Context: an optimization exercise on an open-source flow, tuned for small area and a short achievable clock period. The choices shown serve that exercise and are no tape-out recipe.
In this exercise RTL edits were held to simulation tests only and were not proved equivalent to the original.
Power is estimated from default activity; no workload was simulated.

==> flow/design.v <==
package osm_txq_pkg;
  localparam int unsigned C_BURST_QW   = 16;
  localparam int unsigned C_RDY_MARGIN = 16;
  localparam int unsigned ENTRY_W      = 66;
  localparam int unsigned DBG_PHASE = 16;
  localparam int unsigned DBG_RDY   = 17;
  localparam int unsigned DBG_OVF   = 18;
  localparam int unsigned DBG_TXV   = 30;
  localparam int unsigned DBG_TXR   = 31;
  typedef struct packed {
    logic        rem;
    logic        last;
    logic [63:0] data;
  } txqEntry_t;
endpackage
module osm_txq_ram #(
  parameter int C_AW = 6,
  parameter int C_W  = 66
) (
  input  logic            sys_clk,
  input  logic            wrEn,
  input  logic [C_AW-1:0] wrAddr,
  input  logic [C_W-1:0]  wrData,
  input  logic [C_AW-1:0] rdAddr,
  output logic [C_W-1:0]  rdData
);
  logic [C_W-1:0] mem [0:(1<<C_AW)-1];
  always_ff @(posedge sys_clk) begin
    if (wrEn) begin
      mem[wrAddr] <= wrData;
    end
  end
  assign rdData = mem[rdAddr];
endmodule
import osm_txq_pkg::*;
module osm_txq #(
  parameter int C_AW       = 6,
  parameter int C_RDY_FREE = int'(osm_txq_pkg::C_BURST_QW + osm_txq_pkg::C_RDY_MARGIN)
) (
  input  logic        sys_clk,
  input  logic        sys_rst,
  input  logic [63:0] npi_data,
  input  logic        npi_valid,
  input  logic        npi_last,
  input  logic        npi_rem,
  output logic        npi_rdy,
  output logic [31:0] tx_data,
  output logic        tx_valid,
  output logic        tx_last,
  input  logic        tx_ready,
  input  logic        tx_flush,
  output logic        txq_ovf,
  output logic [31:0] osm_txq2dbg
);
  localparam logic [C_AW:0] DEPTH_V    = {1'b1, {C_AW{1'b0}}};
  localparam logic [C_AW:0] ZERO_V     = {(C_AW+1){1'b0}};
  localparam logic [C_AW:0] RDY_FREE_V = C_RDY_FREE[C_AW:0];
  logic [C_AW:0] wrPtrQ, rdPtrQ, occQ;
  logic [C_AW:0] wrPtrNxt, rdPtrNxt, occNxt, occAfterPop;
  logic          phaseQ, phaseNxt;
  logic          headLastQ, headRemQ;
  logic          ovfQ, npiRdyQ, txValidQ, txLastQ;
  logic [31:0]   txDataQ;
  logic          full, wrEn, xfer, headPair, popEn;
  osm_txq_pkg::txqEntry_t wrEntry;
  osm_txq_pkg::txqEntry_t rdEntry;
  osm_txq_pkg::txqEntry_t headNxt;
  logic [ENTRY_W-1:0] rdRaw;
  assign full     = (occQ == DEPTH_V);
  assign wrEn     = npi_valid & ~full & ~tx_flush;
  assign xfer     = txValidQ & tx_ready;
  assign headPair = headLastQ & headRemQ;
  assign popEn    = xfer & (phaseQ | headPair) & ~tx_flush;
  assign wrEntry.rem  = npi_last & npi_rem;
  assign wrEntry.last = npi_last;
  assign wrEntry.data = npi_data;
  assign rdEntry      = osm_txq_pkg::txqEntry_t'(rdRaw);
  osm_txq_ram #(
    .C_AW (C_AW),
    .C_W  (ENTRY_W)
  ) u_ram (
    .sys_clk (sys_clk),
    .wrEn    (wrEn),
    .wrAddr  (wrPtrQ[C_AW-1:0]),
    .wrData  (wrEntry),
    .rdAddr  (rdPtrNxt[C_AW-1:0]),
    .rdData  (rdRaw)
  );
  always_comb begin
    wrPtrNxt = wrPtrQ;
    rdPtrNxt = rdPtrQ;
    occNxt   = occQ;
    phaseNxt = phaseQ;
    if (tx_flush) begin
      wrPtrNxt = ZERO_V;
      rdPtrNxt = ZERO_V;
      occNxt   = ZERO_V;
      phaseNxt = 1'b0;
    end else begin
      wrPtrNxt = wrPtrQ + (C_AW+1)'(wrEn);
      rdPtrNxt = rdPtrQ + (C_AW+1)'(popEn);
      occNxt   = occQ + (C_AW+1)'(wrEn) - (C_AW+1)'(popEn);
      if (xfer) begin
        phaseNxt = ~phaseQ & ~headPair;
      end else begin
        phaseNxt = phaseQ;
      end
    end
  end
  always_comb begin
    occAfterPop = occQ - (C_AW+1)'(popEn);
    if (wrEn && (occAfterPop == ZERO_V)) begin
      headNxt = wrEntry;
    end else begin
      headNxt = rdEntry;
    end
  end
  always_ff @(posedge sys_clk or posedge sys_rst) begin
    if (sys_rst) begin
      wrPtrQ    <= ZERO_V;
      rdPtrQ    <= ZERO_V;
      occQ      <= ZERO_V;
      phaseQ    <= 1'b0;
      headLastQ <= 1'b0;
      headRemQ  <= 1'b0;
      ovfQ      <= 1'b0;
      npiRdyQ   <= 1'b0;
      txValidQ  <= 1'b0;
      txLastQ   <= 1'b0;
      txDataQ   <= 32'd0;
    end else begin
      wrPtrQ    <= wrPtrNxt;
      rdPtrQ    <= rdPtrNxt;
      occQ      <= occNxt;
      phaseQ    <= phaseNxt;
      headLastQ <= headNxt.last;
      headRemQ  <= headNxt.rem;
      ovfQ      <= ovfQ | (npi_valid & full & ~tx_flush);
      npiRdyQ   <= ((DEPTH_V - occNxt) >= RDY_FREE_V);
      txValidQ  <= (occNxt != ZERO_V);
      txLastQ   <= (occNxt != ZERO_V) & headNxt.last & (phaseNxt | headNxt.rem);
      txDataQ   <= phaseNxt ? headNxt.data[63:32] : headNxt.data[31:0];
    end
  end
  always_comb begin
    osm_txq2dbg            = 32'd0;
    osm_txq2dbg[C_AW:0]    = occQ;
    osm_txq2dbg[DBG_PHASE] = phaseQ;
    osm_txq2dbg[DBG_RDY]   = npiRdyQ;
    osm_txq2dbg[DBG_OVF]   = ovfQ;
    osm_txq2dbg[DBG_TXV]   = txValidQ;
    osm_txq2dbg[DBG_TXR]   = tx_ready;
  end
  assign npi_rdy  = npiRdyQ;
  assign tx_data  = txDataQ;
  assign tx_valid = txValidQ;
  assign tx_last  = txLastQ;
  assign txq_ovf  = ovfQ;
endmodule
==> flow/run.sh <==
#!/bin/bash
# synth_recipe.tcl (not shown) runs the flow's synth.tcl, then flattens the netlist and writes it again
# the make line also repeats each setting of config.mk as NAME=value (left out here)
make -C /OpenROAD-flow-scripts/flow DESIGN_CONFIG=/design/flow/config.mk WORK_HOME=/design/flow/orfs CLKGATE_MAP_FILE= SYNTH_SCRIPT=/design/flow/synth_recipe.tcl finish
==> flow/config.mk <==
export PLATFORM = sky130hd
export DESIGN_NAME = osm_txq
export DESIGN_NICKNAME = osm_txq
export VERILOG_FILES = /design/flow/design.v
export SDC_FILE = /design/flow/constraint.sdc
export NUM_CORES = 4
export LEC_CHECK = 0
export CAP_MARGIN = 20
export CORE_MARGIN = 2
export CORE_UTILIZATION = 30
export SLEW_MARGIN = 20
export SYNTH_MEMORY_MAX_BITS = 8192
==> flow/constraint.sdc <==
create_clock -name core_clock -period 5.5 [get_ports {sys_clk}]
set_input_delay 1.1000 -clock core_clock [delete_from_list [all_inputs] [get_ports {sys_clk}]]
set_output_delay 1.1000 -clock core_clock [all_outputs]
set_load 0.01 [all_outputs]
==> run summary <==
# TYPE chip_impl_metric gauge
chip_impl_metric{name="stdcell_count",unit=""} 17400
chip_impl_metric{name="antenna_found_initial",unit=""} 69
chip_impl_metric{name="initial_utilization",unit="%"} 30.1
chip_impl_metric{name="finalHoldViolations",unit=""} 0
chip_impl_metric{name="fp.coreArea",unit="sq um"} 548000
chip_impl_info{name="timing.critical_path.to_type",value="flop"} 1
chip_impl_metric{name="critPathArrivalTime",unit="ps"} 5920
chip_impl_metric{name="drt_iter0_markers",unit=""} 19500
chip_impl_info{name="synth_ff_type",value="edfxtp_1"} 1
chip_impl_metric{name="height_of_the_chip",unit="microns"} 745
chip_impl_metric{name="cts_max_path_buffers",unit=""} 4
chip_impl_metric{name="grt_start_max_net_pins",unit=""} 83
chip_impl_metric{name="synth_cells",unit=""} 9160
chip_impl_info{name="ys_top_cells_by_count",value="4224 x edfxtp_1, 831 x nand2_1, 689 x o221ai_1, 454 x mux4_2, 359 x a21oi_1"} 1
chip_impl_metric{name="leakagePower",unit="nW"} 59.7
chip_impl_metric{name="placed_cells_incl_taps",unit=""} 16600
chip_impl_metric{name="row_count",unit=""} 272
chip_impl_metric{name="first_pass_grt_wire_length",unit="microns"} 815000
chip_impl_metric{name="worstMarginPinSlew",unit="ps"} 1170
chip_impl_metric{name="crit_fanout",unit=""} 50
chip_impl_metric{name="drcViolationCount",unit=""} 0
chip_impl_metric{name="post_place_worst_slack",unit="ps"} -482
chip_impl_metric{name="use_met1",unit="%"} 28.5
chip_impl_metric{name="number_of_global_route_vias_before_repair",unit=""} 95200
chip_impl_metric{name="synthesis.area",unit="sq um"} 165000
chip_impl_metric{name="seqCellArea",unit="sq um"} 128000
chip_impl_info{name="tritoncts",value="built"} 1
chip_impl_metric{name="layout.nets",unit=""} 9857
chip_impl_metric{name="critical_path_required",unit="ps"} 6280
chip_impl_info{name="library_cell_with_the_highest_instance_count_after_synthesis",value="edfxtp_1"} 1
chip_impl_metric{name="cts_hold_buf",unit=""} 0
chip_impl_info{name="critPathKind",value="flop to flop"} 1
chip_impl_metric{name="globalplace.congestion",unit=""} 0.852
chip_impl_metric{name="yosys_register_bits",unit=""} 4282
chip_impl_info{name="outcome",value="finished clean"} 1
chip_impl_metric{name="area_of_the_multi_input_gates",unit="sq um"} 34000
chip_impl_metric{name="overflow",unit=""} 0
chip_impl_metric{name="die_width",unit="microns"} 745
chip_impl_metric{name="post_cts_sizing_count",unit=""} 0
chip_impl_metric{name="routed_wire_length_per_instance",unit="microns"} 34.8
chip_impl_metric{name="period_share",unit="%"} 93.5
chip_impl_info{name="cts-root-buf",value="clkbuf_16"} 1
chip_impl_metric{name="grt_util_all_layers",unit="%"} 21.1
chip_impl_metric{name="synth_area_per_cell",unit="sq um"} 18.0
chip_impl_metric{name="dp.final_hpwl",unit="microns"} 331000
chip_impl_metric{name="reg2reg_setup_slack",unit="ps"} 360
chip_impl_metric{name="design.portCount",unit=""} 139
chip_impl_metric{name="via_per_inst",unit=""} 5.87
chip_impl_metric{name="post-cts-setup-buffer-count",unit=""} 0
chip_impl_metric{name="cts_buffers",unit=""} 419
chip_impl_metric{name="dr.pass1.iters",unit=""} 6
chip_impl_metric{name="setup_total_negative_slack",unit="ps"} 0
chip_impl_metric{name="yosysSeqAreaShare",unit="%"} 77.9
chip_impl_info{name="synth_top_cell_by_area",value="edfxtp_1"} 1
chip_impl_metric{name="clk_latency",unit="ps"} 990
chip_impl_info{name="grt_setup_unrepaired",value="false"} 1
chip_impl_metric{name="max_slew_violation_count",unit=""} 0
chip_impl_metric{name="share_of_post_route_cells_with_drive_strength_above_1",unit="%"} 19.9
chip_impl_info{name="synth.top_cells.by_area",value="edfxtp_1 77%, mux4_2 6.2%, o221ai_1 3.7%, nand2_1 1.9%, a21oi_1 1.1%"} 1
chip_impl_metric{name="fmax",unit="MHz"} 194
chip_impl_metric{name="fp.dieArea",unit="sq um"} 555000
chip_impl_metric{name="area_growth",unit="%"} 17.8
chip_impl_metric{name="timing.final.ws_setup",unit="ps"} 358
chip_impl_metric{name="drt_wirelength",unit="microns"} 606000
chip_impl_metric{name="port_buf_inserts",unit=""} 118
chip_impl_metric{name="synth_cell_type_count",unit=""} 83
chip_impl_metric{name="synth-edff-count",unit=""} 4224
chip_impl_metric{name="setup_violations",unit=""} 0
chip_impl_metric{name="cts.htree.levels",unit=""} 5
chip_impl_metric{name="synth.top_cell.area_share",unit="%"} 77.0
chip_impl_metric{name="drv_cap",unit=""} 0
chip_impl_metric{name="utilization_after_layout",unit="%"} 35.4
chip_impl_info{name="crit_path_start_kind",value="flop"} 1
chip_impl_metric{name="synthesis.yosys.warnings",unit=""} 2
chip_impl_metric{name="ir_drop",unit="mV"} 0.264
chip_impl_metric{name="layout.filler_cells",unit=""} 50800
chip_impl_info{name="path_type_of_the_worst_min_delay_path",value="primary input to flop"} 1
chip_impl_info{name="grt_busiest_layer",value="met2"} 1
chip_impl_metric{name="clk_sink_count",unit=""} 4282
chip_impl_metric{name="max_slew_margin",unit="%"} 22.0
chip_impl_metric{name="clock_skew",unit="ps"} 60.0
chip_impl_metric{name="layout_min_cycle_time",unit="ps"} 5140
chip_impl_metric{name="proportion_of_synthesized_flip_flops_having_asynchronous_set_or_reset",unit="%"} 1.35
chip_impl_metric{name="power-per-cell-area",unit="nW/um^2"} 369
chip_impl_metric{name="total_power",unit="mW"} 71.6
chip_impl_metric{name="global_route.usage.met2",unit="%"} 32.2
chip_impl_metric{name="groute.layer.met3.usage",unit="%"} 5.06
chip_impl_metric{name="drt.antenna.violating_nets",unit=""} 0
chip_impl_metric{name="vias",unit=""} 102000
chip_impl_metric{name="worst_setup_hold_path_clk_slew",unit="ps"} 70
[logic make-up after synthesis]
logic type / synth area share [%]
AO/OA/AOI/OAI: 8.59
AND/OR/NAND/NOR: 4.11
XOR/XNOR: 0.0691
other: 0.00228
multiplexers: 7.20
buffers and inverters: 2.02
flip-flops: 77.9
adder cells (fa/ha/maj): 0.149
[routing by layer]
metal / wire length (microns) / share of wire, % / vias to the layer above
met5: 166 / 0.027 / -
met2: 270000 / 45 / 8147
met1: 225000 / 37 / 53300
li1: - / - / 39200
met4: 32200 / 5.3 / 24
met3: 78700 / 13 / 1528
[power by group]
group | switching (mW) | total (mW) | internal (mW) | leakage [nW]
combinational | 4.23 | 6.58 | 2.35 | 14.6
clock | 12.6 | 28.6 | 16.0 | 6.52
sequential | 0.408 | 36.5 | 36.1 | 38.6
total | 17.2 | 71.6 | 54.4 | 59.7
[path summary, 6_finish.rpt]
kind,endpoint,from,cells after the start
max,txDataQ[30],phaseQ,16
min,u_ram.mem[12][56],npi_data[56],1
max reg2reg,txDataQ[30],phaseQ,16
min reg2reg,ovfQ,ovfQ,1
max in group asynchronous,txDataQ[7],sys_rst,3
min in group asynchronous,txDataQ[23],sys_rst,3
[placed cells by master, fill, tap and decap left out, drive strengths merged, types with 11 or more instances in the layout]
cell type	Yosys	routed
conb	1	20
bufinv	0	39
o21ai	185	185
dfrtp	58	58
clkinvlp	0	11
mux4	454	454
edfxtp	4224	4224
and3	82	82
clkbuf	293	507
nor3	82	82
o211ai	25	25
nand2	831	831
a211o	18	18
nor4	35	35
o22ai	168	168
buf	401	809
a221oi	13	13
nor2b	14	14
mux2i	104	104
ha	18	18
clkinv	1	196
a211oi	138	138
a2111oi	11	11
a22oi	25	25
nand3	247	247
nand4	17	17
diode	0	35
mux2	53	53
o221ai	689	689
a311oi	56	56
nor2	186	186
o2111ai	22	22
a31oi	167	167
clkdlybuf4s50	0	52
inv	23	37
nand2b	13	13
a21oi	359	359
[stage by stage]
step                      area (sq um)  hold WS (ps)
final                           194000           477
after global routing            194000           503
after CTS                       194000           496
after detailed placement        181000           583
after global placement          181000           596
after floorplan                 165000           532
[final cells by class]
type / instances / share of cell area (%)
flip-flops and latches: 4282 / 66.1
multi-input cells: 4179 / 17.5
clock buffers: 507 / 5.65
repair buffers: 861 / 4.74
well taps: 7261 / 4.68
clock inverters: 259 / 1.21
inverters: 24 / 0.0729
diodes: 35 / 0.0451
[worst max-delay path, cell delays in order (launching register included)]
cell and delay [ps]:
dfrtp_1 480, a21oi_1 440, nor3_1 150, buf_4 200
ha_4 170, ha_1 260, xor2_4 220, nand2_4 170
buf_12 370, buf_4 460, buf_4 280, nor2_1 60
o32ai_1 290, a21oi_1 100, and4_1 210, a31oi_1 750
o221ai_1 250
[registers in the layout (all words and copies together), names as in the netlist, 6 cells and up]
signal	count
rdPtrQ	6
wrPtrQ	6
txDataQ	32
occQ	7
u_ram.mem	4224

-- re-timing with driven ports --
Ports are ideal in the flow. The routed layout listed here was re-timed in OpenROAD. Step 1 (the two cells are an assumption about what drives the block):
set clk [get_ports {sys_clk}]
set_driving_cell -lib_cell sky130_fd_sc_hd__clkbuf_16 $clk
set_driving_cell -lib_cell sky130_fd_sc_hd__buf_2 [delete_from_list [all_inputs] $clk]
Step 2, shift: input delay + t, output delay - t, t = (earliest + latest rising clock arrival at the registers) / 2. This alone moves slack from input paths to output paths. a / b / c = ideal ports / drivers / drivers and shift; a / b = the first two.
t, ns: 1.075
slack for setup (ns): 0.358 / 0.358 / -0.549
hold slack, ns: 0.477 / 0.375 / 0.563
worst slew at a driven data input, ns: 0.51
Met with ideal ports but missed after step 2: setup timing in this run. For this run, drivers alone change the setup slack by 0.000 ns; drivers and shift together by -0.907 ns.
